What follows belongs to an exercise in optimizing a design on an open flow for small area, a short achievable clock period and few clock cycles per item; a production flow would make more cautious choices.
The RTL was checked by simulation tests, not by an equivalence proof against the original design.
Power is estimated from default activity; no workload was simulated.

$ cat design/flow/config.mk
export PLATFORM = sky130hd
export DESIGN_NAME = sparse_zero_page_run_builder
export DESIGN_NICKNAME = sparse_zero_page_run_builder
export VERILOG_FILES = /design/flow/design.v
export SDC_FILE = /design/flow/constraint.sdc
export NUM_CORES = 4
export LEC_CHECK = 0
export CAP_MARGIN = 20
export CORE_MARGIN = 2
export CORE_UTILIZATION = 40
export SLEW_MARGIN = 20
$ cat design/flow/constraint.sdc
create_clock -name core_clock -period 11.0 [get_ports {clk}]
set_input_delay 2.2000 -clock core_clock [delete_from_list [all_inputs] [get_ports {clk}]]
set_output_delay 2.2000 -clock core_clock [all_outputs]
set_load 0.01 [all_outputs]
$ cat design/flow/design.v
package szp_pkg;
  localparam int BATCH_PAGES_DEF    = 64;
  localparam int MAX_PAGE_WORDS_DEF = 4096;
  localparam int DATA_W        = 64;
  localparam int PAGE_WORDS_W  = 13;
  localparam int LIMIT_W       = 40;
  localparam int RUN_WORDS_W   = 19;
  localparam int CFG_DATA_W    = 40;
  localparam int CFG_INDEX_W   = 1;
  localparam logic [PAGE_WORDS_W-1:0] PAGE_WORDS_RST = 13'd512;
  localparam logic [LIMIT_W-1:0]      LIMIT_RST      = '1;
  function automatic logic [LIMIT_W-1:0] inc_f(input logic [LIMIT_W-1:0] a, input logic cin);
    logic [LIMIT_W-1:0] s;
    logic               cb, c;
    cb = cin;
    for (int j = 0; j < LIMIT_W; j = j + 4) begin
      c = cb;
      for (int i = j; i < j + 4; i++) begin
        s[i] = a[i] ^ c;
        c    = c & a[i];
      end
      cb = cb & (&a[j +: 4]);
    end
    inc_f = s;
  endfunction
  function automatic logic lt_t(input logic [LIMIT_W-1:0] a, input logic [LIMIT_W-1:0] b);
    logic [63:0] l, e;
    l = '0;
    e = '1;
    for (int i = 0; i < LIMIT_W; i++) begin
      l[i] = !a[i] && b[i];
      e[i] = !(a[i] ^ b[i]);
    end
    for (int s = 1; s < 64; s = s * 2) begin
      for (int i = 0; i < 64; i = i + 2 * s) begin
        l[i] = l[i+s] | (e[i+s] & l[i]);
        e[i] = e[i+s] & e[i];
      end
    end
    lt_t = l[0];
  endfunction
endpackage
module szp_core #(
  parameter int BATCH_PAGES    = szp_pkg::BATCH_PAGES_DEF,
  parameter int MAX_PAGE_WORDS = szp_pkg::MAX_PAGE_WORDS_DEF
) (
  input  logic                            clk,
  input  logic                            rst,
  input  logic                            w_valid,
  output logic                            w_take,
  input  logic                            w_nz,
  input  logic                            w_last,
  input  logic                            cfg_write,
  input  logic [szp_pkg::CFG_INDEX_W-1:0] cfg_index,
  input  logic [szp_pkg::CFG_DATA_W-1:0]  cfg_data,
  output logic                            runs_valid,
  input  logic                            runs_ready,
  output logic                            runs_run_kind,
  output logic [szp_pkg::RUN_WORDS_W-1:0] runs_run_words,
  output logic                            runs_run_final,
  output logic [szp_pkg::LIMIT_W-1:0]     runs_total_words
);
  localparam int PW    = szp_pkg::PAGE_WORDS_W;
  localparam int LW    = szp_pkg::LIMIT_W;
  localparam int RW    = szp_pkg::RUN_WORDS_W;
  localparam int WIP_W = $clog2(MAX_PAGE_WORDS) + 1;
  localparam int PIB_W = $clog2(BATCH_PAGES);
  logic [WIP_W-2:0] pszm1;
  logic             psz_hi;       
  logic             pdirty;
  logic [LW-1:0]    lm1;          
  logic [3:0]       dstep;        
  logic             dbor;         
  logic             dirty;        
  logic [LW-1:0]    acc;
  logic             take;         
  logic             fresh;        
  logic             limit_hit;
  logic [WIP_W-1:0] wip;
  logic             has_data;
  logic             carry;        
  logic [PIB_W-1:0] pib;
  logic             run_open;
  logic             ork;
  logic [RW-1:0]    orw;
  logic             o_valid, o_final, second;
  logic             s_final;      
  logic [WIP_W-2:0] cfg_pszm1;
  logic             go, restart;
  logic             lim_next, closing, page_full, page_done, kind, emit1, emit2, keep;
  logic             batch_end, open_e, ork_e;
  logic [LW-1:0]    acc_inc;
  logic [RW-1:0]    orw_e, sum_keep;
  logic [WIP_W-1:0] wip_e, wip1;
  always_comb begin
    if ({psz_hi, pszm1} == '0)
      cfg_pszm1 = '0;
    else if ({psz_hi, pszm1} > PW'(MAX_PAGE_WORDS))
      cfg_pszm1 = (WIP_W-1)'(MAX_PAGE_WORDS - 1);
    else
      cfg_pszm1 = (WIP_W-1)'(PW'({psz_hi, pszm1}) - PW'(1));
  end
  always_ff @(posedge clk) begin
    if (rst) begin
      pszm1  <= (WIP_W-1)'(szp_pkg::PAGE_WORDS_RST - 1);
      psz_hi <= 1'b0;
      pdirty <= 1'b0;
      lm1    <= szp_pkg::LIMIT_RST - LW'(1);
      dstep  <= 4'd0;
      dirty  <= 1'b0;
    end else begin
      pdirty <= cfg_write && !cfg_index;
      if (cfg_write && !cfg_index) {psz_hi, pszm1} <= cfg_data[PW-1:0];
      else if (pdirty)             {psz_hi, pszm1} <= {1'b0, cfg_pszm1};
      dirty  <= (dstep == 4'd1) && !(cfg_write && cfg_index);
      if (cfg_write && cfg_index) begin
        lm1   <= cfg_data[LW-1:0];
        dstep <= 4'(LW / 4);
        dbor  <= 1'b1;
      end else if (dstep != 4'd0) begin
        lm1   <= {lm1[3:0] - 4'(dbor), lm1[LW-1:4]};
        dbor  <= dbor && (lm1[3:0] == 4'd0);
        dstep <= dstep - 4'd1;
      end
    end
  end
  assign runs_valid       = o_valid;
  assign runs_run_kind    = ork;
  assign runs_run_words   = orw;
  assign runs_run_final   = o_final;
  assign runs_total_words = acc;
  assign go     = w_valid && !fresh && (dstep == 4'd0) && !dirty && !pdirty && !second && (!o_valid || runs_ready);
  assign w_take = go;
  always_comb begin
    open_e    = run_open || carry;
    ork_e     = carry ? has_data : ork;
    orw_e     = carry ? RW'(wip) : orw;
    wip_e     = carry ? '0 : wip;
    acc_inc   = szp_pkg::inc_f(acc, 1'b1);
    lim_next  = (acc == lm1);
    closing   = !take || w_last || lim_next;
    page_full = carry ? (pszm1 == '0) : !szp_pkg::lt_t(LW'(wip), LW'(pszm1));
    page_done = take ? (page_full || w_last || lim_next) : (wip_e != '0);
    kind      = (has_data && !carry) || (take && w_nz);
    emit1     = page_done && open_e && (ork_e != kind);
    keep      = open_e && !emit1;
    wip1      = WIP_W'(szp_pkg::inc_f(LW'(wip_e), take));
    sum_keep  = (carry ? RW'(0) : orw) + RW'(wip) + RW'(take);
    batch_end = closing || (page_done && (&pib));
    emit2     = batch_end && (open_e || page_done);
    restart   = (limit_hit || closing) && w_last;
  end
  always_ff @(posedge clk) begin
    if (rst) begin
      take <= 1'b1;
    end else if (dirty) begin
      take <= !szp_pkg::lt_t(lm1, acc) && !(&lm1);
    end else if (go && restart) begin
      take <= !(&lm1);
    end
  end
  always_ff @(posedge clk) begin
    if (rst) begin
      acc       <= '0;
      fresh     <= 1'b0;
      limit_hit <= 1'b0;
      wip       <= '0;
      has_data  <= 1'b0;
      carry     <= 1'b0;
      pib       <= '0;
      run_open  <= 1'b0;
      o_valid   <= 1'b0;
      second    <= 1'b0;
    end else if (go) begin
      if (limit_hit) begin
        if (w_last) begin
          limit_hit <= 1'b0;
          acc       <= '0;
        end
        o_valid <= 1'b0;
      end else begin
        if (restart && !(emit1 || emit2)) acc <= '0;
        else if (take)                    acc <= acc_inc;
        fresh     <= restart && (emit1 || emit2);
        limit_hit <= closing && !w_last;
        o_valid   <= emit1 || emit2;
        second    <= emit1 && emit2;
        pib       <= batch_end ? '0 : PIB_W'(szp_pkg::inc_f(LW'(pib), page_done));
        if (emit1) begin
          wip      <= wip1;
          has_data <= kind;
          carry    <= 1'b1;
          run_open <= 1'b0;
        end else begin
          wip      <= page_done ? '0 : wip1;
          has_data <= !page_done && kind;
          carry    <= 1'b0;
          run_open <= (open_e || page_done) && !batch_end;
        end
      end
    end else if (o_valid && runs_ready) begin
      if (second) begin
        second   <= 1'b0;
        wip      <= '0;
        has_data <= 1'b0;
        carry    <= 1'b0;
      end else begin
        o_valid <= 1'b0;
        if (fresh) begin
          fresh <= 1'b0;
          acc   <= '0;
        end
      end
    end
  end
  always_ff @(posedge clk) begin
    if (go && !limit_hit) begin
      o_final <= closing && !(emit1 && emit2);
      s_final <= closing;
      if (page_done && !emit1) begin
        orw <= open_e ? sum_keep : RW'(wip1);
        ork <= kind;
      end else begin
        orw <= orw_e;
        ork <= ork_e;
      end
    end else if (o_valid && runs_ready && second) begin
      orw     <= RW'(wip);
      ork     <= has_data;
      o_final <= s_final;
    end
  end
endmodule
module szp_run_fifo (
  input  logic clk,
  input  logic rst,
  input  logic in_valid,
  output logic in_ready,
  input  logic in_nz,
  input  logic in_last,
  output logic out_valid,
  input  logic out_take,
  output logic out_nz,
  output logic out_last
);
  logic s1_valid, s1_nz, s1_last;
  logic in_fire;
  assign in_ready = !s1_valid;
  assign in_fire  = in_valid && !s1_valid;
  always_ff @(posedge clk) begin
    if (rst) begin
      out_valid <= 1'b0;
      s1_valid  <= 1'b0;
    end else if (!out_valid || out_take) begin
      out_valid <= s1_valid || in_fire;
      s1_valid  <= 1'b0;
    end else if (in_fire) begin
      s1_valid  <= 1'b1;
    end
  end
  always_ff @(posedge clk) begin
    if (!out_valid || out_take) begin
      out_nz   <= s1_valid ? s1_nz   : in_nz;
      out_last <= s1_valid ? s1_last : in_last;
    end
  end
  always_ff @(posedge clk) begin
    if (!s1_valid) begin
      s1_nz   <= in_nz;
      s1_last <= in_last;
    end
  end
endmodule
module sparse_zero_page_run_builder #(
  parameter int BATCH_PAGES    = szp_pkg::BATCH_PAGES_DEF,
  parameter int MAX_PAGE_WORDS = szp_pkg::MAX_PAGE_WORDS_DEF
) (
  input  logic                            clk,
  input  logic                            rst,
  input  logic                            items_valid,
  output logic                            items_ready,
  input  logic [szp_pkg::DATA_W-1:0]      items_data_word,
  input  logic                            items_last_word,
  output logic                            runs_valid,
  input  logic                            runs_ready,
  output logic                            runs_run_kind,
  output logic [szp_pkg::RUN_WORDS_W-1:0] runs_run_words,
  output logic                            runs_run_final,
  output logic [szp_pkg::LIMIT_W-1:0]     runs_total_words,
  input  logic                            cfg_write,
  input  logic [szp_pkg::CFG_INDEX_W-1:0] cfg_index,
  input  logic [szp_pkg::CFG_DATA_W-1:0]  cfg_data
);
  logic w_valid, w_take, w_nz, w_last;
  szp_run_fifo u_fifo (
    .clk       (clk),
    .rst       (rst),
    .in_valid  (items_valid),
    .in_ready  (items_ready),
    .in_nz     (items_data_word != '0),
    .in_last   (items_last_word),
    .out_valid (w_valid),
    .out_take  (w_take),
    .out_nz    (w_nz),
    .out_last  (w_last)
  );
  szp_core #(
    .BATCH_PAGES    (BATCH_PAGES),
    .MAX_PAGE_WORDS (MAX_PAGE_WORDS)
  ) u_core (
    .clk              (clk),
    .rst              (rst),
    .w_valid          (w_valid),
    .w_take           (w_take),
    .w_nz             (w_nz),
    .w_last           (w_last),
    .cfg_write        (cfg_write),
    .cfg_index        (cfg_index),
    .cfg_data         (cfg_data),
    .runs_valid       (runs_valid),
    .runs_ready       (runs_ready),
    .runs_run_kind    (runs_run_kind),
    .runs_run_words   (runs_run_words),
    .runs_run_final   (runs_run_final),
    .runs_total_words (runs_total_words)
  );
endmodule
$ cat design/flow/flow/run.sh
#!/bin/bash
# The standard ORFS layout (the standard.sh), with three changes:
#  - repair_timing aims for 7.7 ns of setup margin at the design's 11 ns clock, so the
#    optimiser keeps working on paths the 11 ns constraint alone leaves untouched;
#  - the port buffers are sky130_fd_sc_hd__buf_1 instead of the default delay buffer;
#  - the clock tree is built from sky130_fd_sc_hd__clkbuf_8.
# The SDC, clock period, floorplan, power grid and synthesis are unchanged.
set -euo pipefail
bash standard.sh SETUP_SLACK_MARGIN=7.7 "BUFFER_PORTS_ARGS=-buffer_cell sky130_fd_sc_hd__buf_1" CTS_BUF_LIST=sky130_fd_sc_hd__clkbuf_8 finish > flow_make.log 2>&1
$ cat design/flow/standard.sh
#!/bin/bash
# synth_recipe.tcl (not shown) runs the flow's synth.tcl, then flattens the netlist and writes it again
# the make line also repeats each setting of config.mk as NAME=value (left out here)
make -C /OpenROAD-flow-scripts/flow DESIGN_CONFIG=/design/flow/config.mk WORK_HOME=/design/flow/orfs CLKGATE_MAP_FILE= SYNTH_SCRIPT=/design/flow/synth_recipe.tcl "${@:-finish}"
==> results of run 1 <==
==> flip-flops by register name, indices dropped and copies added (netlist names), 4 cells and up <==
register,count
u_core.acc,40
u_core.dstep,4
u_core.lm1,40
u_core.orw,19
u_core.pib,6
u_core.pszm1,12
u_core.wip,13
==> timing repair <==
action / CTS / global route
resized for setup: 49 / 65
buffers inserted: 15 / 11
endpoints found under the setup margin: 119 / 112
pin swaps: 5 / 12
gates cloned: 4 / 6
==> where the power goes <==
group          internal [uW]  switching [uW]  leakage, uW  total, uW
registers                618            41.6      0.00132        660
clock network            182             238     0.000184        421
logic                    156             224      0.00350        380
==> routing by layer <==
layer,wire [um],global-route usage [%]
met1,13500,29.3
met5,0,0
met3,1270,3.51
met2,14100,36.2
met4,433,5.80
==> layout make-up <==
cell class / instances / area [um2] / area share [%]
Timing Repair inverter: 1 / 7.51 / 0.0634
Sequential cell: 155 / 3410 / 28.8
Inverter: 67 / 258 / 2.18
Clock buffer: 17 / 234 / 1.97
Multi-Input combinational cell: 884 / 6170 / 52.1
Timing Repair Buffer: 215 / 1230 / 10.3
Tap cell: 324 / 405 / 3.42
Antenna cell: 1 / 2.50 / 0.0211
Clock inverter: 15 / 138 / 1.16
==> metrics by stage <==
stage / hold slack (ns) / setup WS, ns / instance area (um2)
6_report: 0.477 / 7.65 / 11900
3_5_place_dp: 0.463 / 6.06 / 10800
5_1_grt: 0.504 / 7.63 / 11800
3_3_place_gp: 0.461 / 6.13 / 10800
2_1_floorplan: 0.446 / 7.13 / 9970
4_1_cts: 0.480 / 7.66 / 11500
==> placed cells by master (no fill, tap or decap), types with 18 or more instances in the layout <==
| cell type | count |
|---|---|
| a22o_1 | 29 |
| dfxtp_2 | 38 |
| nand2_1 | 96 |
| nor2b_1 | 21 |
| nand3_1 | 24 |
| nor3_1 | 23 |
| buf_4 | 21 |
| buf_1 | 161 |
| nor2_1 | 102 |
| ha_1 | 109 |
| a211oi_1 | 18 |
| o21ai_0 | 77 |
| nand4_1 | 32 |
| o211ai_1 | 41 |
| inv_1 | 65 |
| edfxtp_1 | 25 |
| dfxtp_1 | 90 |
| nand2b_1 | 39 |
| a21oi_1 | 63 |
| nor4_1 | 18 |
==> critical path, stage by stage <==
cell and delay, ns:
buf_8 0.08, nand2b_4 0.12, and4_4 0.24, nand2_2 0.07, a311o_2 0.39, o22ai_4 0.16
buf_6 0.18, buf_6 0.15, a22o_1 0.14
==> cells by family (layout without fill, tap and decap cells) <==
family	after synthesis	in the layout	synth area share [%]
DFF	155	155	34.1
and+or+nand+nor	409	409	21.0
AOI/OAI and AO/OA	331	332	22.6
xor gates and xnor gates	22	22	1.96
muxes	10	10	1.04
other	0	1	0
adders and majority gates	111	111	14.3
buffers and inverters	127	315	5.03
==> final timing paths <==
kind / start / end / slack (ns) / cells after the start
min reg2reg: u_core.pib[4] / u_core.pib[4] / 0.48 / 2
max: runs_ready / u_core.acc[17] / 7.65 / 9
min: u_core.pib[4] / u_core.pib[4] / 0.48 / 2
max reg2reg: u_core.lm1[14] / u_core.pib[3] / 7.89 / 15
==> results.tsv, run 1 <==
stage	metric	value	unit
grt	grt_max_degree	94	
layout	syn_to_final_growth	20.5	%
synth	netlist_area	9830	um2
placed_design	gp_congestion	0.842	
synth	synth.area.top_cells	dfxtp_1 26%, ha_1 14%, edfxtp_1 7.6%, o21ai_0 4.8%, nor2_1 3.9%	
timing	clock_skew	0.0228	ns
synth	syn_inst	1165	
clock_tree	postCtsHoldBufs	0	
layout	num-nets-final	1563	
timing	min_period	3.35	ns
grt	antenna_found_initial	1	
drt	drt-wirelength-per-cell	17.4	um
synth	synth_most_common_cell	dfxtp_1	
layout	drive_gt1_share	13.2	%
synth	yosysTopAreaCellShare	26.5	%
drt	wl	29.3	mm
synth	yosys-top-cells-count	130 x dfxtp_1, 109 x ha_1, 103 x nor2_1, 98 x nand2_1, 95 x o21ai_0	
synth	synth_area_per_cell	8.44	um2
clock_tree	cts_buffers	17	
floorplan	die_h	161	um
timing	slew_violations	0	
worst_setup_path	startpoint_type	primary input	
clock_tree	cts_tree	built	
timing	worst_slew_pin_slew	0.854	ns
flow_run	maxCapViolCount	0	
floorplan	rows	57	
timing	setup_viol	0	
floorplan	die-width	161	um
floorplan	io_pins	174	
drt	num_vias	9341	
drt	via_per_inst	5.56	
placed_design	place.port_buffers	173	
clock_tree	clkTransAtPathRegs	0.09	ns
synth	yosysWarnings	2	
outcome	status	complete, no violations	
synth	synthArstFlopShare	0	%
min_path	holdCritPathClass	flip-flop to flip-flop	
worst_setup_path	arrival	3.74	ns
worst_setup_path	crit_type	primary input to flip-flop	
floorplan	die_area	25900	um2
power_and_ir_drop	powerDensity	123	nW/um2
timing	tns	0	ns
floorplan	initial_core_util	40.5	%
timing	grt_setup_unrepaired	true	
synth	synth-main-ff-cell	dfxtp_1	
worst_setup_path	cp.required	11.38	ns
grt	grt_pass1_vias	8741	
placed_design	placed_cells	1610	
timing	maxSlewHeadroom	43.1	%
synth	seq_area_frac_synth	34.1	%
power_and_ir_drop	power_leakage	0.00501	uW
placed_design	hpwl	19.7	mm
clock_tree	cts.path.max_buffers	2	
grt	grt.total_usage	21.7	%
clock_tree	cts.sinks	155	
synth	synth-seq-cells	155	
layout	instances_no_fill	1679	
grt	grt-ovfl-total	0	
power_and_ir_drop	power	1460	uW
grt	grt_pass1_wl	45.6	mm
timing	finalCritPeriodShare	30.5	%
synth	synth_fp_nets	1387	
drt	drtPass1Iterations	5	
synth	synth_cell_types	67	
synth	synth_edf_count	25	
clock_tree	ctsRootBufferMaster	clkbuf_8	
drt	drc	0	
layout	fill_cells	2429	
timing	hold_viol	0	
timing	clock.fmax	0.298	GHz
drt	postRouteAntennaNets	0	
layout	postLayoutCoreUtil	48.9	%
drt	drt_iter0_markers	542	
worst_setup_path	crit_path_end_kind	flip-flop	
clock_tree	insertion_delay	0.46	ns
power_and_ir_drop	vdd_drop_max	0.0000903	V
worst_setup_path	worstPathMaxFanout	5	
clock_tree	cts_max_level	4	
floorplan	core	24200	um2
synth	yosysTopAreaCell	dfxtp_1	
Testbench counts, summed over its fixed seeds: cycles 49,140, items 48,000.
==> inputs of run 2 (changes only) <==
==> design/flow/flow/run.sh (replaced) <==
#!/bin/bash
# The standard ORFS layout (the standard.sh), with three changes:
#  - repair_timing aims for 7.6 ns of setup margin at the design's 11 ns clock, so the
#    optimiser keeps working on paths the 11 ns constraint alone leaves untouched;
#  - the port buffers are sky130_fd_sc_hd__buf_1 instead of the default delay buffer;
#  - the clock tree is built from sky130_fd_sc_hd__clkbuf_8.
# The SDC, clock period, floorplan, power grid and synthesis are unchanged.
set -euo pipefail
bash standard.sh SETUP_SLACK_MARGIN=7.6 "BUFFER_PORTS_ARGS=-buffer_cell sky130_fd_sc_hd__buf_1" CTS_BUF_LIST=sky130_fd_sc_hd__clkbuf_8 finish > flow_make.log 2>&1
==> results.tsv, run 2 <==
stage	metric	value	unit
outcome	status	complete, no violations	
synth	synth-main-ff-cell	dfxtp_1	
clock_tree	clkTransAtPathRegs	0.10	ns
timing	min_period	3.38	ns
worst_setup_path	crit_path_end_kind	flip-flop	
power_and_ir_drop	p_sw_share	33.3	%
floorplan	io_pins	174	
floorplan	rows	57	
power_and_ir_drop	intPower	978	uW
clock_tree	cts.sinks	155	
clock_tree	cts_buffers	17	
clock_tree	cts_max_level	4	
floorplan	initial_core_util	40.5	%
timing	worst_slew_pin_slew	0.857	ns
drt	wl	28.3	mm
grt	grt_use_met2	35.1	%
synth	synth-seq-cells	155	
synth	synth_fp_nets	1387	
timing	fin_ws	7.62	ns
drt	drt_iter0_markers	544	
floorplan	core	24200	um2
grt	use_met3	3.46	%
power_and_ir_drop	clockPowerShare	30.5	%
layout	postLayoutCoreUtil	47.6	%
power_and_ir_drop	vdd_drop_max	0.0000733	V
clock_tree	cts.path.max_buffers	2	
timing	clock.fmax	0.296	GHz
synth	yosysTopAreaCellShare	26.5	%
flow_run	maxCapViolCount	0	
grt	grt_max_degree	94	
layout	syn_to_final_growth	17.5	%
power_and_ir_drop	p_switching	487	uW
drt	drtPass1Iterations	5	
clock_tree	cts_tree	built	
timing	hold_viol	0	
min_path	hp-start	u_core.pib[4]	
synth	synthSimpleGateAreaFrac	21.0	%
synth	muxShareOfSynthArea	1.04	%
synth	synth_edf_count	25	
floorplan	die-width	161	um
drt	num_vias	9178	
placed_design	gp_congestion	0.825	
placed_design	place.port_buffers	173	
layout	most-common-layout-cells	171 x buf_1, 129 x dfxtp_1, 109 x ha_1, 102 x nor2_1, 97 x nand2_1	
worst_setup_path	r2r_start	u_core.carry	
power_and_ir_drop	combinationalPowerShare	24.5	%
worst_setup_path	startpoint_type	primary input	
synth	yosys-top-cells-count	130 x dfxtp_1, 109 x ha_1, 103 x nor2_1, 98 x nand2_1, 95 x o21ai_0	
grt	grt-ovfl-total	0	
power_and_ir_drop	powerDensity	127	nW/um2
synth	netlist_area	9830	um2
drt	postRouteAntennaNets	0	
layout	largestRegisters	u_core.acc: 40 flops, u_core.lm1: 40 flops, u_core.orw: 19 flops	
synth	synth_adder_area_share	14.3	%
timing	tns	0	ns
worst_setup_path	crit_start	runs_ready	
floorplan	die_h	161	um
synth	syn_inst	1165	
grt	grt.total_usage	21.1	%
power_and_ir_drop	power_leakage	0.00485	uW
clock_tree	insertion_delay	0.46	ns
drt	drc	0	
synth	synth_xor_area_share	1.96	%
grt	grt_pass1_wl	44.3	mm
layout	num-nets-final	1547	
synth	synth.area.top_cells	dfxtp_1 26%, ha_1 14%, edfxtp_1 7.6%, o21ai_0 4.8%, nor2_1 3.9%	
drt	drt-wirelength-per-cell	17.0	um
synth	synthArstFlopShare	0	%
timing	grt_setup_unrepaired	true	
clock_tree	ctsRootBufferMaster	clkbuf_8	
drt	via_per_inst	5.52	
synth	synth_area_per_cell	8.44	um2
timing	maxSlewHeadroom	42.9	%
placed_design	hpwl	19.8	mm
synth	synth_compound_area_share	22.6	%
synth	synth_top_family_by_area	compound AO/OA/AOI/OAI gates	
layout	drive_gt1_share	7.47	%
grt	antenna_found_initial	1	
synth	synth_most_common_cell	dfxtp_1	
timing	finalCritPeriodShare	30.7	%
synth	yosysTopAreaCell	dfxtp_1	
layout	final_common_cell	buf_1	
grt	met1_usage	28.3	%
timing	setup_viol	0	
grt	grt_pass1_vias	8558	
min_path	holdCritPathClass	flip-flop to flip-flop	
power_and_ir_drop	seq_power_share	45.0	%
synth	yosysWarnings	2	
worst_setup_path	arrival	3.79	ns
timing	clock_skew	0.0204	ns
worst_setup_path	crit_type	primary input to flip-flop	
worst_setup_path	worstPathMaxFanout	10	
synth	synth_cell_types	67	
synth	seq_area_frac_synth	34.1	%
worst_setup_path	cp.required	11.41	ns
floorplan	die_area	25900	um2
placed_design	pre_cts_slack	6.31	ns
timing	slew_violations	0	
grt	busiest_layer	met2	
-- run 2: cell types whose count changed in the layout (fill, tap and decap cells not counted), sizes merged --
cell / previous run / this run
buf: 202 / 193
bufinv: 1 / 2
clkbuf: 30 / 26
clkinv: 5 / 6
clkinvlp: 5 / 3
inv: 72 / 69
-- run 2: worst paths after layout --
kind	endpoint	slack (ns)	cells after the start
worst min-delay path	u_core.pib[4]	0.48	2
worst max register to register	u_core.orw[15]	7.77	10
worst min register to register	u_core.pib[4]	0.48	2
worst max-delay path	u_core.acc[27]	7.62	10
-- run 2: final cells by class --
cell class | count | area (um2)
timing repair buffer | 200 | 1030
clock buffer | 19 | 262
fill | 2428 | 12700
antenna | 1 | 2.50
clock inverter | 13 | 141
inverter | 67 | 256
multi-input combinational | 884 | 6100
tap | 324 | 405
sequential | 155 | 3350
-- run 2: worst max-delay path, cell delays in order --
cell and delay [ns]:
buf_4 0.11, nand2b_4 0.12, and4_4 0.23, nand2_1 0.08, a311o_2 0.40, o22ai_4 0.15
buf_12 0.17, clkbuf_16 0.17, o21ai_1 0.07, o21ai_1 0.07
-- run 2: stage by stage --
| step | hold WS [ns] | instance area [um2] | total power [uW] | std cells |
|---|---|---|---|---|
| global route | 0.506 | 11600 | 1550 | 1662 |
| floorplan | 0.446 | 9950 | 906 | 1165 |
| detailed placement | 0.469 | 10700 | 993 | 1611 |
| global placement | 0.459 | 10700 | 989 | 1611 |
| CTS | 0.483 | 11300 | 1460 | 1653 |
| finish | 0.481 | 11600 | 1460 | 1663 |
-- run 2: power groups by stage --
stage,sequential (uW),combinational [uW],clock (uW)
3_5_place_dp,672,321,0
2_1_floorplan,661,245,0
4_1_cts,659,340,459
5_1_grt,665,403,482
3_3_place_gp,672,317,0
6_report,660,359,446
-- run 2: repair_timing --
action,CTS,global route
setup endpoints to repair,101,81
cloned,1,6
hold buffers,0,0
buffers inserted,9,3
pin swaps,3,5
gates resized for setup,19,19
endpoints found under the hold margin,0,0
-- run 2: per-layer routing --
metal	vias to the layer above	wire [um]
li1	4606	-
met1	4326	13200
met2	215	13400
met3	31	1270
met4	0	436
met5	-	0
-- run 2: kinds of logic after synthesis --
family / Yosys count
buffers and inverters: 127
AOI/OAI and AO/OA: 331
muxes: 10
and+or+nand+nor: 409
DFF: 155
xor gates and xnor gates: 22
adders and majority gates: 111
==> inputs of run 3 (changes only) <==
==> design/flow/flow/run.sh (replaced) <==
#!/bin/bash
# The standard ORFS layout (the standard.sh), with four changes:
#  - repair_timing aims for 7.5 ns of setup margin at the design's 11 ns clock, so the
#    optimiser keeps working on paths the 11 ns constraint alone leaves untouched;
#  - the port buffers are sky130_fd_sc_hd__buf_1 instead of the default delay buffer;
#  - the clock tree is built from sky130_fd_sc_hd__clkbuf_8;
#  - global placement aims for a density of 0.7.
# The SDC, clock period, floorplan, power grid and synthesis are unchanged.
set -euo pipefail
bash standard.sh SETUP_SLACK_MARGIN=7.5 "BUFFER_PORTS_ARGS=-buffer_cell sky130_fd_sc_hd__buf_1" CTS_BUF_LIST=sky130_fd_sc_hd__clkbuf_8 PLACE_DENSITY=0.7 finish > flow_make.log 2>&1
==> results.tsv, run 3 <==
stage	metric	value	unit
outcome	status	complete, no violations	
placed_design	gp_congestion	0.889	
power_and_ir_drop	clockPowerShare	29.5	%
worst_setup_path	arrival	3.88	ns
timing	slew_violations	0	
floorplan	die-width	161	um
worst_setup_path	reg2regPathDepth	11	
synth	synthArstFlopShare	0	%
floorplan	core	24200	um2
placed_design	pre_cts_slack	6.09	ns
layout	largestRegisters	u_core.acc: 40 flops, u_core.lm1: 40 flops, u_core.orw: 19 flops	
timing	worst_slew_pin_slew	0.839	ns
drt	num_vias	9271	
synth	yosysWarnings	2	
timing	setup_viol	0	
clock_tree	cts.path.max_buffers	2	
grt	busiest_layer	met2	
grt	met1_usage	27.8	%
synth	synth_fp_nets	1387	
layout	drive_gt1_share	7.74	%
worst_setup_path	crit_type	primary input to flip-flop	
floorplan	rows	57	
drt	drc	0	
floorplan	die_h	161	um
layout	instances_no_fill	1667	
layout	num-nets-final	1552	
power_and_ir_drop	vdd_drop_max	0.0000764	V
clock_tree	insertion_delay	0.47	ns
clock_tree	cts_max_level	4	
timing	hold_viol	0	
power_and_ir_drop	power_leakage	0.00483	uW
power_and_ir_drop	p_sw_share	34.2	%
worst_setup_path	crit_path_end_kind	flip-flop	
worst_setup_path	startpoint_type	primary input	
grt	grt_pass1_wl	44.2	mm
drt	drtPass1Iterations	6	
power_and_ir_drop	intPower	952	uW
grt	grt_max_degree	94	
layout	postLayoutCellArea	11500	um2
drt	drt-wirelength-per-cell	16.8	um
timing	clock.fmax	0.289	GHz
grt	antenna_found_initial	1	
placed_design	placed_cells	1609	
clock_tree	cts.sinks	155	
synth	seq_area_frac_synth	34.1	%
grt	use_met3	4.08	%
power_and_ir_drop	seq_power_share	45.6	%
timing	clock_skew	0.0221	ns
synth	synth_most_common_cell	dfxtp_1	
timing	fin_ws	7.53	ns
clock_tree	cts_tree	built	
grt	grt-ovfl-total	0	
synth	yosysTopAreaCellShare	26.5	%
layout	syn_to_final_growth	17.1	%
worst_setup_path	cp.required	11.41	ns
timing	hold_ws	0.476	ns
power_and_ir_drop	combinationalPowerShare	24.9	%
synth	synth_edf_count	25	
placed_design	placed_cell_area	10700	um2
drt	postRouteAntennaNets	0	
synth	synth.area.top_cells	dfxtp_1 26%, ha_1 14%, edfxtp_1 7.6%, o21ai_0 4.8%, nor2_1 3.9%	
flow_run	maxCapViolCount	0	
synth	yosysTopAreaCell	dfxtp_1	
drt	drt_iter0_markers	550	
power_and_ir_drop	powerDensity	126	nW/um2
timing	finalCritPeriodShare	31.5	%
grt	grt_pass1_vias	8768	
synth	syn_inst	1165	
synth	synth-seq-cells	155	
layout	most-common-layout-cells	171 x buf_1, 128 x dfxtp_1, 109 x ha_1, 103 x nor2_1, 97 x nand2_1	
placed_design	hpwl	19.5	mm
min_path	hold_path_depth	2	
placed_design	place.port_buffers	173	
synth	synth-main-ff-cell	dfxtp_1	
clock_tree	ctsRootBufferMaster	clkbuf_8	
synth	netlist_area	9830	um2
clock_tree	cts_buffers	17	
drt	wl	28.0	mm
min_path	holdCritPathClass	flip-flop to flip-flop	
layout	diodes	0	
grt	grt_use_met2	34.6	%
timing	min_period	3.47	ns
synth	synth_area_per_cell	8.44	um2
timing	tns	0	ns
floorplan	initial_core_util	40.5	%
worst_setup_path	worstPathMaxFanout	10	
synth	synth_cell_types	67	
clock_tree	clkTransAtPathRegs	0.09	ns
floorplan	io_pins	174	
clock_tree	postCtsHoldBufs	0	
timing	maxSlewHeadroom	44.1	%
synth	yosys-top-cells-count	130 x dfxtp_1, 109 x ha_1, 103 x nor2_1, 98 x nand2_1, 95 x o21ai_0	
floorplan	die_area	25900	um2
timing	grt_setup_unrepaired	false	
power_and_ir_drop	p_switching	496	uW
grt	grt.total_usage	21.0	%
drt	via_per_inst	5.56	
layout	final_common_cell	buf_1	
run 3: layout make-up:
type / count / area (um2)
Clock buffer: 18 / 248
Clock inverter: 14 / 133
Fill cell: 2378 / 12700
Inverter: 67 / 258
Multi-Input combinational cell: 885 / 6100
Sequential cell: 155 / 3360
Tap cell: 324 / 405
Timing Repair Buffer: 203 / 1000
Timing Repair inverter: 1 / 7.51
run 3: final timing paths:
| path | startpoint | end | slack (ns) |
|---|---|---|---|
| max | runs_ready | u_core.acc[12] | 7.53 |
| max reg2reg | u_core.carry | u_core.orw[18] | 7.71 |
| min reg2reg | u_core.pib[2] | u_core.pib[2] | 0.48 |
| min | u_core.pib[2] | u_core.pib[2] | 0.48 |
run 3: worst max-delay path, stage by stage:
cell	delay, ns
buf_2	0.13
nand2b_4	0.14
and4_4	0.24
nand2_1	0.08
a311o_2	0.40
o22ai_4	0.21
buf_12	0.16
clkbuf_16	0.16
a22o_1	0.13
run 3: logic make-up (layout without fill, tap and decap cells):
group	Yosys count	count (layout)	share of synthesized area, %
XOR/XNOR	22	22	1.96
adder cells (fa/ha/maj)	111	111	14.3
multiplexers	10	10	1.04
flip-flops	155	155	34.1
AND/OR/NAND/NOR	409	410	21.0
buffers and inverters	127	303	5.03
AO/OA/AOI/OAI	331	332	22.6
run 3: per-layer routing:
layer	share of wire (%)	up-vias	wire length, um
li1	-	4616	-
met1	46	4361	12800
met2	47	245	13200
met3	4.8	47	1330
met4	2.3	2	641
met5	0.046	-	13
run 3: repair_timing:
| action | CTS | global route |
|---|---|---|
| gates cloned | 3 | 3 |
| endpoints found under the hold margin | 0 | 0 |
| resized for setup | 20 | 14 |
| pin swaps | 3 | 4 |
| setup buffers | 8 | 12 |
| setup endpoints to repair | 104 | 62 |
run 3: power by group through the flow:
| stage | combinational, uW | clock, uW | sequential (uW) |
|---|---|---|---|
| 4_1_cts | 341 | 437 | 659 |
| 3_5_place_dp | 319 | 0 | 672 |
| 6_report | 360 | 428 | 660 |
| 3_3_place_gp | 312 | 0 | 670 |
| 2_1_floorplan | 243 | 0 | 661 |
| 5_1_grt | 403 | 457 | 665 |
run 3: metrics by stage:
stage	utilization, %	power, uW
after floorplan	-	904
after global placement	44.2	982
after detailed placement	44.2	990
after CTS	46.6	1440
after global routing	47.5	1530
final	47.5	1450
==> inputs of run 4 (changes only) <==
==> design/flow/flow/run.sh (replaced) <==
#!/bin/bash
# The standard ORFS layout (the standard.sh), with four changes:
#  - repair_timing aims for 7.6 ns of setup margin at the design's 11 ns clock, so the
#    optimiser keeps working on paths the 11 ns constraint alone leaves untouched;
#  - the port buffers are sky130_fd_sc_hd__buf_1 instead of the default delay buffer;
#  - the clock tree is built from sky130_fd_sc_hd__clkbuf_8;
#  - global placement is not timing driven.
# The SDC, clock period, floorplan, power grid and synthesis are unchanged.
set -euo pipefail
bash standard.sh SETUP_SLACK_MARGIN=7.6 "BUFFER_PORTS_ARGS=-buffer_cell sky130_fd_sc_hd__buf_1" CTS_BUF_LIST=sky130_fd_sc_hd__clkbuf_8 GPL_TIMING_DRIVEN=0 finish > flow_make.log 2>&1
==> results.tsv, run 4 <==
stage	metric	value	unit
outcome	status	complete, no violations	
synth	seq_area_frac_synth	34.1	%
power_and_ir_drop	clockPowerShare	30.2	%
floorplan	core	24200	um2
synth	synth.area.top_cells	dfxtp_1 26%, ha_1 14%, edfxtp_1 7.6%, o21ai_0 4.8%, nor2_1 3.9%	
placed_design	hpwl	23.0	mm
drt	postRouteAntennaNets	0	
placed_design	gp_congestion	0.893	
timing	worst_slew_pin_slew	0.722	ns
worst_setup_path	crit_type	primary input to flip-flop	
layout	diodes	0	
worst_setup_path	startpoint_type	primary input	
timing	finalCritPeriodShare	30.8	%
clock_tree	insertion_delay	0.46	ns
synth	yosysTopAreaCell	dfxtp_1	
worst_setup_path	cpPeakStageDelay	0.19	ns
drt	via_per_inst	5.53	
power_and_ir_drop	vdd_drop_max	0.0000658	V
synth	synth_cell_types	67	
clock_tree	cts_max_level	4	
drt	num_vias	9484	
drt	drtPass1Iterations	7	
clock_tree	cts.path.max_buffers	2	
timing	hold_viol	0	
flow_run	maxCapViolCount	0	
clock_tree	cts_buffers	17	
power_and_ir_drop	p_switching	506	uW
power_and_ir_drop	powerDensity	126	nW/um2
clock_tree	cts_tree	built	
synth	syn_inst	1165	
timing	maxSlewHeadroom	51.9	%
worst_setup_path	worstPathMaxFanout	5	
layout	syn_to_final_growth	20.2	%
placed_design	place.port_buffers	173	
layout	num-nets-final	1599	
min_path	holdCritPathClass	flip-flop to flip-flop	
clock_tree	clkTransAtPathRegs	0.08	ns
synth	synth_edf_count	25	
grt	grt.total_usage	23.0	%
timing	clock_skew	0.0213	ns
layout	instances_no_fill	1714	
layout	largestRegisters	u_core.acc: 40 flops, u_core.lm1: 40 flops, u_core.orw: 19 flops	
floorplan	die_area	25900	um2
clock_tree	ctsRootBufferMaster	clkbuf_8	
worst_setup_path	crit_family	buffers and inverters	
synth	synth-main-ff-cell	dfxtp_1	
synth	synth_most_common_cell	dfxtp_1	
timing	tns	0	ns
synth	synth_area_per_cell	8.44	um2
layout	drive_gt1_share	8.63	%
worst_setup_path	cp.required	11.17	ns
floorplan	die-width	161	um
drt	drt-wirelength-per-cell	17.7	um
layout	final_common_cell	buf_1	
layout	most-common-layout-cells	173 x buf_1, 126 x dfxtp_1, 109 x ha_1, 103 x nor2_1, 97 x nand2_1	
worst_setup_path	cp_slowest_cell	and4_1	
placed_design	placed_cells	1662	
timing	setup_viol	0	
clock_tree	cts.sinks	155	
timing	grt_setup_unrepaired	true	
synth	yosysWarnings	2	
grt	antenna_found_initial	0	
grt	grt_pass1_vias	8699	
timing	clock.fmax	0.295	GHz
power_and_ir_drop	intPower	988	uW
power_and_ir_drop	seq_power_share	44.1	%
synth	netlist_area	9830	um2
synth	synth_fp_nets	1387	
drt	drc	0	
worst_setup_path	crit_path_end_kind	flip-flop	
worst_setup_path	critPathBufInv	6	
floorplan	rows	57	
power_and_ir_drop	power_leakage	0.00499	uW
grt	grt-ovfl-total	0	
drt	wl	30.4	mm
floorplan	io_pins	174	
timing	slew_violations	0	
worst_setup_path	arrival	3.56	ns
power_and_ir_drop	p_sw_share	33.9	%
floorplan	initial_core_util	40.5	%
synth	yosysTopAreaCellShare	26.5	%
drt	drt_iter0_markers	609	
synth	yosys-top-cells-count	130 x dfxtp_1, 109 x ha_1, 103 x nor2_1, 98 x nand2_1, 95 x o21ai_0	
grt	grt_max_degree	17	
grt	grt_pass1_wl	47.4	mm
timing	min_period	3.39	ns
worst_setup_path	worstPathCellList	buf_8 > nand2b_4 > and4_1 > buf_6 > nand2_4 > and2_4 > buf_8 > clkbuf_16 > a31oi_4 > buf_6 > buf_12	
floorplan	die_h	161	um
synth	synthArstFlopShare	0	%
synth	synth-seq-cells	155	
power_and_ir_drop	combinationalPowerShare	25.7	%
-- run 4: cell counts after synthesis --
Identical to the previous run, type by type.
-- run 4: routing by layer --
metal / wire, um / share of wire [%] / global-route usage, %
met5: 0 / 0 / 0
met4: 301 / 0.99 / 4.95
met3: 1680 / 5.5 / 4.16
met2: 14600 / 48 / 38.3
met1: 13800 / 46 / 31.4
-- run 4: worst register-to-register path: cells and delay by family (launching register included) --
| family | cells | cell delay, ns |
|---|---|---|
| and+or+nand+nor | 3 | 0.30 |
| buffers and inverters | 4 | 0.57 |
| xor gates and xnor gates | 1 | 0.15 |
| DFF | 1 | 0.37 |
| AOI/OAI and AO/OA | 4 | 1.46 |
| adders and majority gates | 1 | 0.24 |
-- run 4: power groups by stage --
stage                     Clock [uW]  Combinational, uW  Sequential, uW
after floorplan                    0                245             661
after global placement             0                345             671
after detailed placement           0                349             672
after CTS                        459                376             658
after global routing             484                428             664
final                            451                385             659
-- run 4: logic make-up after synthesis --
family / share of synthesized area (%)
adders and majority gates: 14.3
DFF: 34.1
muxes: 1.04
AOI/OAI and AO/OA: 22.6
xor gates and xnor gates: 1.96
and+or+nand+nor: 21.0
buffers and inverters: 5.03
-- run 4: layout make-up --
| type | count | area, um2 |
|---|---|---|
| flip-flops and latches | 155 | 3360 |
| well taps | 324 | 405 |
| clock buffers | 19 | 262 |
| plain buffers | 60 | 412 |
| multi-input cells | 883 | 6100 |
| fillers | 2472 | 12400 |
| repair buffers | 193 | 883 |
| inverters | 67 | 251 |
| clock inverters | 13 | 140 |
-- run 4: path summary, 6_finish.rpt --
path                     to  cells after the start  slack [ns]      startpoint
max           u_core.orw[1]                     11        7.61      runs_ready
min          u_fifo.s1_last                      1        0.47  u_fifo.s1_last
min reg2reg  u_fifo.s1_last                      1        0.47  u_fifo.s1_last
max reg2reg  u_core.orw[17]                     13        7.67    u_core.carry
-- run 4: repair_timing --
action                                  CTS  global route
pin swaps                                 4             5
cloned                                    2             0
setup buffers                            10             8
resized for setup                        38            38
hold buffers                              0             0
endpoints found under the setup margin  113            94
-- run 4: through the flow --
| step | area, um2 | hold WS [ns] | worst slack [ns] | total power [uW] | utilization [%] |
|---|---|---|---|---|---|
| after detailed placement | 11000 | 0.459 | 6.40 | 1020 | 45.4 |
| final | 11800 | 0.474 | 7.61 | 1490 | 48.7 |
| after CTS | 11700 | 0.478 | 7.61 | 1490 | 48.2 |
| after floorplan | 9950 | 0.446 | 7.13 | 906 | - |
| after global placement | 11000 | 0.455 | 6.40 | 1020 | 45.4 |
| after global routing | 11800 | 0.502 | 7.56 | 1580 | 48.7 |
==> inputs of run 5 (changes only) <==
==> design/flow/flow/run.sh (replaced) <==
#!/bin/bash
# The standard ORFS layout (the standard.sh), with four changes:
#  - repair_timing aims for 7.6 ns of setup margin at the design's 11 ns clock, so the
#    optimiser keeps working on paths the 11 ns constraint alone leaves untouched;
#  - the port buffers are sky130_fd_sc_hd__buf_1 instead of the default delay buffer;
#  - the clock tree is built from sky130_fd_sc_hd__clkbuf_8;
#  - the core is sized for 50% utilisation instead of 40%.
# The SDC, clock period, power grid and synthesis are unchanged.
set -euo pipefail
bash standard.sh SETUP_SLACK_MARGIN=7.6 "BUFFER_PORTS_ARGS=-buffer_cell sky130_fd_sc_hd__buf_1" CTS_BUF_LIST=sky130_fd_sc_hd__clkbuf_8 CORE_UTILIZATION=50 finish > flow_make.log 2>&1
==> results.tsv, run 5 <==
stage	metric	value	unit
outcome	status	complete, no violations	
synth	synth_area_per_cell	8.44	um2
clock_tree	clkTransAtPathRegs	0.09	ns
grt	grt_pass1_vias	8201	
timing	clock.fmax	0.298	GHz
grt	grt_max_degree	94	
synth	netlist_area	9830	um2
timing	hold_viol	0	
layout	diodes	0	
synth	synth.area.top_cells	dfxtp_1 26%, ha_1 14%, edfxtp_1 7.6%, o21ai_0 4.8%, nor2_1 3.9%	
worst_setup_path	cpPeakStageDelay	0.43	ns
placed_design	place.port_buffers	173	
worst_setup_path	worstPathCellList	buf_8 > nand2b_4 > nand4_1 > nand2b_4 > nor3_4 > o21ai_4 > or3_4 > nor2_1	
floorplan	initial_core_util	50.7	%
synth	synth_cell_types	67	
grt	antenna_found_initial	0	
power_and_ir_drop	power_leakage	0.00477	uW
synth	synth-main-ff-cell	dfxtp_1	
worst_setup_path	worstPathMaxFanout	7	
clock_tree	cts_max_level	4	
grt	grt_pass1_wl	41.6	mm
clock_tree	cts.path.max_buffers	2	
floorplan	die_h	144	um
clock_tree	cts.sinks	155	
worst_setup_path	reg2regPathDepth	12	
timing	tns	0	ns
layout	most-common-layout-cells	171 x buf_1, 128 x dfxtp_1, 109 x ha_1, 99 x nor2_1, 97 x nand2_1	
synth	syn_inst	1165	
synth	seq_area_frac_synth	34.1	%
grt	grt.total_usage	25.4	%
floorplan	die-width	144	um
synth	yosysTopAreaCell	dfxtp_1	
placed_design	hpwl	19.4	mm
flow_run	maxCapViolCount	0	
timing	min_period	3.36	ns
drt	via_per_inst	5.62	
grt	grt-ovfl-total	0	
worst_setup_path	critPathBufInv	1	
synth	synthArstFlopShare	0	%
worst_setup_path	crit_top_cell	nand2b_4	
timing	worst_slew_pin_slew	0.832	ns
layout	final_common_cell	buf_1	
placed_design	gp_congestion	0.863	
synth	yosysTopAreaCellShare	26.5	%
worst_setup_path	cp_slowest_cell	or3_4	
grt	grt_use_met2	44.4	%
timing	maxSlewHeadroom	44.6	%
power_and_ir_drop	vdd_drop_max	0.0000814	V
grt	use_met3	4.30	%
grt	met1_usage	31.5	%
drt	postRouteAntennaNets	0	
clock_tree	postCtsHoldBufs	0	
worst_setup_path	reg2reg_slack	7.73	ns
worst_setup_path	worstReg2RegEnd	u_core.orw[18]	
worst_setup_path	r2r_start	u_core.carry	
timing	clock_skew	0.0151	ns
worst_setup_path	crit_path_end_kind	flip-flop	
layout	drive_gt1_share	7.14	%
min_path	holdCritPathClass	flip-flop to flip-flop	
layout	fill_cells	1908	
min_path	hp-start	u_core.pib[4]	
min_path	hold_end	u_core.pib[4]	
drt	drt-wirelength-per-cell	16.6	um
timing	slew_violations	0	
layout	largestRegisters	u_core.acc: 40 flops, u_core.lm1: 40 flops, u_core.orw: 19 flops	
grt	busiest_layer	met2	
drt	wl	26.5	mm
worst_setup_path	arrival	3.69	ns
floorplan	die_area	20800	um2
synth	synth_fp_nets	1387	
timing	hold_ws	0.475	ns
clock_tree	cts_tree	built	
worst_setup_path	crit_type	primary input to flip-flop	
clock_tree	insertion_delay	0.46	ns
synth	yosysWarnings	2	
worst_setup_path	crit_family	simple AND/OR/NAND/NOR gates	
synth	synth_most_common_cell	dfxtp_1	
floorplan	rows	51	
drt	num_vias	8975	
drt	drtPass1Iterations	4	
synth	yosys-top-cells-count	130 x dfxtp_1, 109 x ha_1, 103 x nor2_1, 98 x nand2_1, 95 x o21ai_0	
clock_tree	cts_buffers	17	
layout	num-nets-final	1540	
timing	setup_viol	0	
floorplan	core	19400	um2
synth	synth_edf_count	25	
clock_tree	ctsRootBufferMaster	clkbuf_8	
drt	drt_iter0_markers	404	
min_path	hold_path_depth	2	
worst_setup_path	cp.required	11.33	ns
timing	finalCritPeriodShare	30.6	%
synth	synth-seq-cells	155	
power_and_ir_drop	powerDensity	126	nW/um2
drt	drc	0	
timing	grt_setup_unrepaired	true	
layout	syn_to_final_growth	14.8	%
worst_setup_path	startpoint_type	primary input	
floorplan	io_pins	174	
-- run 5: cell counts after synthesis --
No cell type changed its count.
-- run 5: through the flow --
step | setup slack [ns] | total power (uW) | util (%) | area [um2] | instances
3_3_place_gp | 6.39 | 989 | 55.0 | 10700 | 1552
4_1_cts | 7.62 | 1420 | 57.6 | 11200 | 1591
3_5_place_dp | 6.31 | 992 | 55.0 | 10700 | 1552
5_1_grt | 7.57 | 1510 | 58.2 | 11300 | 1596
6_report | 7.64 | 1420 | 58.2 | 11300 | 1596
2_1_floorplan | 7.13 | 906 | - | 9950 | 1165
-- run 5: worst max-delay path by stage --
stage,start,end,slack [ns],depth (start not counted)
after floorplan,runs_ready,u_core.orw[0],7.13,8
after global placement,runs_ready,u_core.orw[0],6.39,7
after detailed placement,runs_ready,u_core.orw[0],6.31,7
after CTS,u_core.carry,u_core.orw[14],7.62,12
after global routing,runs_ready,u_core.orw[18],7.57,8
final,runs_ready,u_core.orw[14],7.64,8
-- run 5: cell families after synthesis --
logic type	after synthesis	synth area share (%)
AOI/OAI and AO/OA	331	22.6
xor gates and xnor gates	22	1.96
adders and majority gates	111	14.3
buffers and inverters	127	5.03
DFF	155	34.1
muxes	10	1.04
and+or+nand+nor	409	21.0
-- run 5: report_power, final --
| group | internal, uW | total, uW | switching [uW] |
|---|---|---|---|
| registers | 618 | 659 | 40.5 |
| clock network | 183 | 422 | 239 |
| logic | 133 | 340 | 207 |
-- run 5: final cells by class --
class	instances	area, um2	area share (%)
Sequential cell	155	3360	29.8
Multi-Input combinational cell	884	6090	53.9
Clock inverter	15	138	1.22
Timing Repair Buffer	193	882	7.82
Inverter	67	255	2.26
Tap cell	265	332	2.94
Clock buffer	17	234	2.07
-- run 5: worst register-to-register path, cell delays in order, from the launching register on --
cell and delay [ns]:
dfxtp_4 0.45, buf_12 0.21, nor2b_1 0.09, fa_1 0.48, fa_1 0.47, a21o_1 0.24, a31oi_2 0.26, o311ai_1 0.18
a31oi_1 0.19, buf_4 0.16, nor2_1 0.05, xnor2_1 0.19, nor2_2 0.06
-- run 5: what timing repair did --
action,in CTS,in global routing
endpoints found under the setup margin,99,77
pin swaps,4,7
gates resized for setup,20,15
setup buffers,6,5
gates cloned,1,0
-- run 5: per-layer routing --
layer	part of all wire (%)	wire, um
met5	0	0
met4	2.7	719
met3	4.4	1170
met2	49	13100
met1	43	11500
==> inputs of run 6 (changes only) <==
==> design/flow/flow/run.sh (replaced) <==
#!/bin/bash
# The standard ORFS layout (the standard.sh), with four changes:
#  - repair_timing aims for 7.6 ns of setup margin at the design's 11 ns clock, so the
#    optimiser keeps working on paths the 11 ns constraint alone leaves untouched;
#  - the port buffers are sky130_fd_sc_hd__buf_1 instead of the default delay buffer;
#  - the clock tree is built from sky130_fd_sc_hd__clkbuf_8;
#  - the core is sized for 58% utilisation instead of 40%.
# The SDC, clock period, power grid and synthesis are unchanged.
set -euo pipefail
bash standard.sh SETUP_SLACK_MARGIN=7.6 "BUFFER_PORTS_ARGS=-buffer_cell sky130_fd_sc_hd__buf_1" CTS_BUF_LIST=sky130_fd_sc_hd__clkbuf_8 CORE_UTILIZATION=58 finish > flow_make.log 2>&1
==> results.tsv, run 6 <==
stage	metric	value	unit
outcome	status	complete, no violations	
placed_design	placed_cells	1506	
synth	synth_area_per_cell	8.44	um2
worst_setup_path	reg2regPathDepth	10	
clock_tree	clkTransAtPathRegs	0.07	ns
floorplan	core	16600	um2
layout	largestRegisters	u_core.acc: 40 flops, u_core.lm1: 40 flops, u_core.orw: 19 flops	
timing	min_period	3.36	ns
grt	busiest_layer	met2	
layout	final_common_cell	buf_1	
drt	wl	26.3	mm
clock_tree	cts.sinks	155	
grt	met1_usage	41.4	%
synth	yosys-top-cells-count	130 x dfxtp_1, 109 x ha_1, 103 x nor2_1, 98 x nand2_1, 95 x o21ai_0	
synth	synth_most_common_cell	dfxtp_1	
worst_setup_path	worstReg2RegEnd	u_core.orw[15]	
synth	seq_area_frac_synth	34.1	%
synth	synth-seq-cells	155	
clock_tree	cts_max_level	4	
layout	syn_to_final_growth	14.2	%
grt	antenna_found_initial	0	
grt	grt_use_met2	44.1	%
drt	via_per_inst	5.91	
timing	worst_slew_pin_slew	0.848	ns
synth	synth_compound_area_share	22.6	%
synth	synthSimpleGateAreaFrac	21.0	%
synth	synth_cell_types	67	
placed_design	place.port_buffers	173	
grt	grt_pass1_wl	41.3	mm
worst_setup_path	crit_path_end_kind	flip-flop	
synth	synth_adder_area_share	14.3	%
drt	postRouteAntennaNets	0	
synth	yosysWarnings	2	
clock_tree	postCtsHoldBufs	0	
drt	num_vias	9175	
synth	netlist_area	9830	um2
worst_setup_path	arrival	3.58	ns
min_path	hp-start	u_core.pib[1]	
min_path	holdCritPathClass	flip-flop to flip-flop	
synth	yosysTopAreaCellShare	26.5	%
layout	instances_no_fill	1552	
grt	grt-ovfl-total	0	
timing	clock.fmax	0.298	GHz
worst_setup_path	r2r_start	u_core.carry	
timing	clock_skew	0.0139	ns
clock_tree	cts_buffers	17	
min_path	hold_end	u_core.pib[1]	
timing	setup_viol	0	
min_path	hold_path_depth	2	
timing	hold_viol	0	
synth	synth_edf_count	25	
drt	drtPass1Iterations	6	
drt	drc	0	
clock_tree	cts_tree	built	
layout	drive_gt1_share	6.53	%
layout	num-nets-final	1541	
synth	synth-main-ff-cell	dfxtp_1	
timing	slew_violations	0	
drt	drt-wirelength-per-cell	16.9	um
worst_setup_path	cp.required	11.22	ns
floorplan	die_h	134	um
floorplan	die-width	134	um
synth	synthArstFlopShare	0	%
grt	grt_pass1_vias	8239	
flow_run	maxCapViolCount	0	
floorplan	io_pins	174	
grt	grt_max_degree	81	
clock_tree	insertion_delay	0.47	ns
synth	synth_top_family_by_area	compound AO/OA/AOI/OAI gates	
synth	muxShareOfSynthArea	1.04	%
grt	use_met3	4.99	%
timing	fin_ws	7.64	ns
floorplan	die_area	18000	um2
layout	diodes	0	
timing	grt_setup_unrepaired	false	
layout	postLayoutCoreUtil	67.7	%
floorplan	rows	47	
worst_setup_path	worstPathMaxFanout	33	
clock_tree	cts.path.max_buffers	2	
worst_setup_path	reg2reg_slack	7.75	ns
power_and_ir_drop	vdd_drop_max	0.0000864	V
timing	tns	0	ns
timing	maxSlewHeadroom	43.4	%
placed_design	gp_congestion	0.858	
placed_design	hpwl	18.6	mm
placed_design	pre_cts_slack	6.56	ns
synth	syn_inst	1165	
power_and_ir_drop	power	1400	uW
synth	synth_fp_nets	1387	
synth	synth_xor_area_share	1.96	%
layout	most-common-layout-cells	171 x buf_1, 130 x dfxtp_1, 109 x ha_1, 102 x nor2_1, 97 x nand2_1	
synth	synth.area.top_cells	dfxtp_1 26%, ha_1 14%, edfxtp_1 7.6%, o21ai_0 4.8%, nor2_1 3.9%	
worst_setup_path	crit_type	primary input to flip-flop	
drt	drt_iter0_markers	724	
synth	yosysTopAreaCell	dfxtp_1	
timing	finalCritPeriodShare	30.5	%
clock_tree	ctsRootBufferMaster	clkbuf_8	
power_and_ir_drop	powerDensity	125	nW/um2
grt	grt.total_usage	28.4	%
floorplan	initial_core_util	59.3	%
power_and_ir_drop	power_leakage	0.00477	uW
worst_setup_path	startpoint_type	primary input	
[run 6: changes by cell type in the layout (fill, tap and decap cells not counted), moves of 3 or more]
cell / before / now
inv_6: 7 / 0
clkinv_1: 0 / 4
nor2_1: 99 / 102
nor2_2: 3 / 0
[run 6: what timing repair did]
action                     4_1_cts  5_1_grt
resized for setup               14       17
gates cloned                     1        2
setup endpoints to repair      105       83
setup buffers                    6        5
pin swaps                        4        4
[run 6: final cells by class]
type	count	area (um2)
clock buffers	18	248
repair buffers	194	910
clock inverters	14	104
multi-input cells	884	6090
inverters	67	251
flip-flops and latches	155	3350
fillers	1432	5360
well taps	220	275
[run 6: power by group]
part | switching, uW | internal, uW
logic | 208 | 134
registers | 39.8 | 618
clock network | 222 | 180
[run 6: worst max-delay path by stage]
stage / from / to / cells after the start
3_5_place_dp: runs_ready / u_core.orw[0] / 7
4_1_cts: runs_ready / u_core.orw[11] / 7
2_1_floorplan: runs_ready / u_core.orw[0] / 8
6_report: runs_ready / u_core.orw[15] / 8
3_3_place_gp: runs_ready / u_core.orw[0] / 7
5_1_grt: runs_ready / u_core.acc[37] / 9
[run 6: critical path: stages]
cell and delay, ns:
buf_4 0.11, nand2b_4 0.12, nand4_1 0.13, nand2b_4 0.25, inv_1 0.06, buf_4 0.33
a31oi_4 0.15, buf_12 0.20
[run 6: cell families (layout without fill, tap and decap cells)]
logic type               Yosys count  count (layout)
adder cells (fa/ha/maj)          111             111
multiplexers                      10              10
AO/OA/AOI/OAI                    331             332
buffers and inverters            127             293
AND/OR/NAND/NOR                  409             409
XOR/XNOR                          22              22
flip-flops                       155             155
[run 6: metrics by stage]
step | cell area (um2) | hold slack [ns]
2_1_floorplan | 9950 | 0.446
5_1_grt | 11200 | 0.497
3_3_place_gp | 10600 | 0.460
6_report | 11200 | 0.479
3_5_place_dp | 10600 | 0.466
4_1_cts | 11100 | 0.477
[run 6: layer usage]
| metal | wire (um) | vias up |
|---|---|---|
| met1 | 12600 | 4244 |
| li1 | - | 4585 |
| met2 | 11800 | 328 |
| met3 | 1690 | 18 |
| met5 | 0 | - |
| met4 | 210 | 0 |
==> inputs of run 7 (changes only) <==
==> design/flow/flow/run.sh (replaced) <==
#!/bin/bash
# The standard ORFS layout (the standard.sh), with four changes:
#  - repair_timing aims for 7.7 ns of setup margin at the design's 11 ns clock, so the
#    optimiser keeps working on paths the 11 ns constraint alone leaves untouched;
#  - the port buffers are sky130_fd_sc_hd__buf_1 instead of the default delay buffer;
#  - the clock tree is built from sky130_fd_sc_hd__clkbuf_8;
#  - the core is sized for 50% utilisation instead of 40%.
# The SDC, clock period, power grid and synthesis are unchanged.
set -euo pipefail
bash standard.sh SETUP_SLACK_MARGIN=7.7 "BUFFER_PORTS_ARGS=-buffer_cell sky130_fd_sc_hd__buf_1" CTS_BUF_LIST=sky130_fd_sc_hd__clkbuf_8 CORE_UTILIZATION=50 finish > flow_make.log 2>&1
==> results.tsv, run 7 <==
stage	metric	value	unit
outcome	status	complete, no violations	
drt	drtPass1Iterations	5	
timing	slew_violations	0	
worst_setup_path	reg2regPathDepth	10	
min_path	hp-start	u_core.acc[39]	
timing	min_period	3.34	ns
floorplan	die-width	144	um
synth	syn_inst	1165	
clock_tree	cts_buffers	17	
timing	worst_slew_pin_slew	0.866	ns
synth	synth.area.top_cells	dfxtp_1 26%, ha_1 14%, edfxtp_1 7.6%, o21ai_0 4.8%, nor2_1 3.9%	
floorplan	die_h	144	um
clock_tree	cts_tree	built	
layout	most-common-layout-cells	160 x buf_1, 109 x ha_1, 100 x nor2_1, 96 x nand2_1, 90 x dfxtp_1	
worst_setup_path	cp.required	11.41	ns
drt	postRouteAntennaNets	0	
worst_setup_path	crit_path_end_kind	flip-flop	
synth	netlist_area	9830	um2
min_path	holdCritPathClass	flip-flop to flip-flop	
layout	num-nets-final	1558	
synth	synth_fp_nets	1387	
drt	drt_iter0_markers	404	
placed_design	place.port_buffers	173	
timing	hold_viol	0	
grt	grt-ovfl-total	0	
grt	antenna_found_initial	0	
grt	grt_max_degree	95	
timing	maxSlewHeadroom	42.3	%
worst_setup_path	startpoint_type	primary input	
clock_tree	clkTransAtPathRegs	0.09	ns
floorplan	rows	51	
clock_tree	ctsRootBufferMaster	clkbuf_8	
layout	final_common_cell	buf_1	
synth	seq_area_frac_synth	34.1	%
layout	syn_to_final_growth	19.3	%
timing	clock.fmax	0.299	GHz
clock_tree	cts_max_level	4	
worst_setup_path	worstPathMaxFanout	5	
timing	setup_viol	0	
worst_setup_path	r2r_start	u_core.carry	
worst_setup_path	reg2reg_slack	7.88	ns
synth	yosysTopAreaCell	dfxtp_1	
worst_setup_path	arrival	3.76	ns
synth	synth-seq-cells	155	
power_and_ir_drop	powerDensity	128	nW/um2
clock_tree	cts.path.max_buffers	2	
grt	grt.total_usage	26.5	%
placed_design	hpwl	19.4	mm
timing	grt_setup_unrepaired	true	
layout	largestRegisters	u_core.acc: 40 flops, u_core.lm1: 40 flops, u_core.orw: 19 flops	
synth	yosys-top-cells-count	130 x dfxtp_1, 109 x ha_1, 103 x nor2_1, 98 x nand2_1, 95 x o21ai_0	
synth	synth_most_common_cell	dfxtp_1	
power_and_ir_drop	power_leakage	0.00497	uW
drt	via_per_inst	5.65	
worst_setup_path	crit_type	primary input to flip-flop	
clock_tree	insertion_delay	0.48	ns
layout	drive_gt1_share	13.1	%
timing	clock_skew	0.0218	ns
floorplan	core	19400	um2
floorplan	initial_core_util	50.7	%
worst_setup_path	worstReg2RegEnd	u_core.orw[15]	
timing	tns	0	ns
synth	synth_edf_count	25	
floorplan	die_area	20800	um2
placed_design	placed_cells	1553	
flow_run	maxCapViolCount	0	
synth	synthArstFlopShare	0	%
min_path	hold_path_depth	1	
synth	synth-main-ff-cell	dfxtp_1	
synth	synth_cell_types	67	
power_and_ir_drop	vdd_drop_max	0.0000840	V
synth	synth_area_per_cell	8.44	um2
layout	diodes	0	
drt	drt-wirelength-per-cell	17.1	um
drt	wl	27.6	mm
min_path	hold_end	u_core.acc[39]	
clock_tree	postCtsHoldBufs	0	
grt	grt_pass1_wl	43.5	mm
drt	drc	0	
timing	finalCritPeriodShare	30.4	%
grt	grt_pass1_vias	8475	
synth	yosysTopAreaCellShare	26.5	%
synth	yosysWarnings	2	
clock_tree	cts.sinks	155	
placed_design	gp_congestion	0.829	
layout	instances_no_fill	1614	
drt	num_vias	9118	
floorplan	io_pins	174	
-- run 7: cell types whose count changed in the layout (fill, tap and decap cells not counted), sizes merged --
cell	previous run	this run
clkinvlp	2	3
bufinv	1	3
buf	191	197
o22ai	3	4
inv	68	73
clkbuf	21	29
clkinv	10	3
o21ai	104	105
-- run 7: cell families (layout without fill, tap and decap cells) --
kind of cell    Yosys count  count (layout)  share of synthesized area, %
simple gates            409             409                          21.0
flops                   155             155                          34.1
buf+inv                 127             308                          5.03
mux                      10              10                          1.04
xor+xnor                 22              22                          1.96
compound gates          331             334                          22.6
fa+ha+maj               111             111                          14.3
-- run 7: critical path: stages --
cell and delay, ns:
buf_8 0.08, nand2b_4 0.11, and4_4 0.24, nand2_2 0.06, a311o_2 0.43, o22ai_4 0.19
buf_12 0.18, clkbuf_16 0.15, mux2_4 0.13
-- run 7: final cells by class --
cell class	instances	area (um2)
clock inverters	15	185
flip-flops and latches	155	3410
clock buffers	17	234
inverters	67	255
well taps	265	332
fillers	1834	7660
multi-input cells	886	6200
repair buffers	209	1120
-- run 7: what timing repair did --
item	CTS	global route
pin swaps	7	23
setup endpoints to repair	133	108
gates resized for setup	52	58
buffers inserted	16	6
cloned	3	4
-- run 7: per-stage QoR --
step / setup WS, ns / total power, uW / utilization [%] / cell area (um2) / hold WS [ns]
after floorplan: 7.13 / 907 / - / 9970 / 0.446
after global placement: 6.07 / 989 / 55.1 / 10700 / 0.464
after detailed placement: 6.03 / 993 / 55.1 / 10700 / 0.468
after CTS: 7.69 / 1490 / 59.0 / 11500 / 0.484
after global routing: 7.61 / 1590 / 60.5 / 11700 / 0.490
final: 7.66 / 1500 / 60.5 / 11700 / 0.470
-- run 7: metal layers --
| metal | track usage, % | vias to the layer above | wire, um |
|---|---|---|---|
| met5 | 0 | - | 0 |
| met2 | 46.6 | 216 | 13600 |
| met1 | 33.5 | 4233 | 12200 |
| met4 | 7.56 | 0 | 609 |
| li1 | - | 4623 | - |
| met3 | 4.47 | 46 | 1240 |
-- run 7: report_power, final --
group          total [uW]  internal (uW)  switching, uW
Combinational         371            152            219
Clock                 475            229            246
Sequential            660            618           41.3
-- run 7: worst max path at each step --
| stage | start | to | slack, ns | cells after the start |
|---|---|---|---|---|
| 2_1_floorplan | runs_ready | u_core.orw[0] | 7.13 | 8 |
| 3_3_place_gp | rst | u_core.acc[0] | 6.07 | 6 |
| 3_5_place_dp | rst | u_core.acc[0] | 6.03 | 6 |
| 4_1_cts | runs_ready | u_core.acc[0] | 7.69 | 10 |
| 5_1_grt | runs_ready | u_core.orw[17] | 7.61 | 8 |
| 6_report | runs_ready | u_core.acc[0] | 7.66 | 9 |

-- separate check: timing with driven ports --
No port has a modelled driver above. Below, the same layouts with a new extraction and two added sets of constraints. Step 1 (the two cells are an assumption about what drives the block):
set clk [get_ports {clk}]
set_driving_cell -lib_cell sky130_fd_sc_hd__clkbuf_16 $clk
set_driving_cell -lib_cell sky130_fd_sc_hd__buf_2 [delete_from_list [all_inputs] $clk]
Step 2, shift: input delay + t, output delay - t, t = (earliest + latest rising clock arrival at the registers) / 2. This alone moves slack from input paths to output paths. Three values: ideal, step 1, step 2; two values: the first two.
run	t, ns	slack for setup (ns)	worst setup path after step 2	worst register clock-pin slew, ns	pins driven straight from the clock port
run 1	0.495	7.646 / 7.609 / 7.114	input to register	0.10 / 0.10	1
run 2	0.498	7.621 / 7.599 / 7.101	input to register	0.10 / 0.10	1
run 3	0.506	7.534 / 7.511 / 7.006	input to register	0.10 / 0.10	1
run 4	0.495	7.612 / 7.569 / 7.073	input to register	0.10 / 0.10	1
run 5	0.492	7.639 / 7.602 / 7.109	input to register	0.10 / 0.10	1
run 6	0.503	7.642 / 7.601 / 7.145	input to register	0.09 / 0.09	1
run 7	0.507	7.655 / 7.607 / 7.100	input to register	0.11 / 0.11	1
After both steps every run listed still meets setup and hold. The setup slack of run 7, which loses most, moves by -0.048 ns with the drivers and by -0.555 ns with both steps.
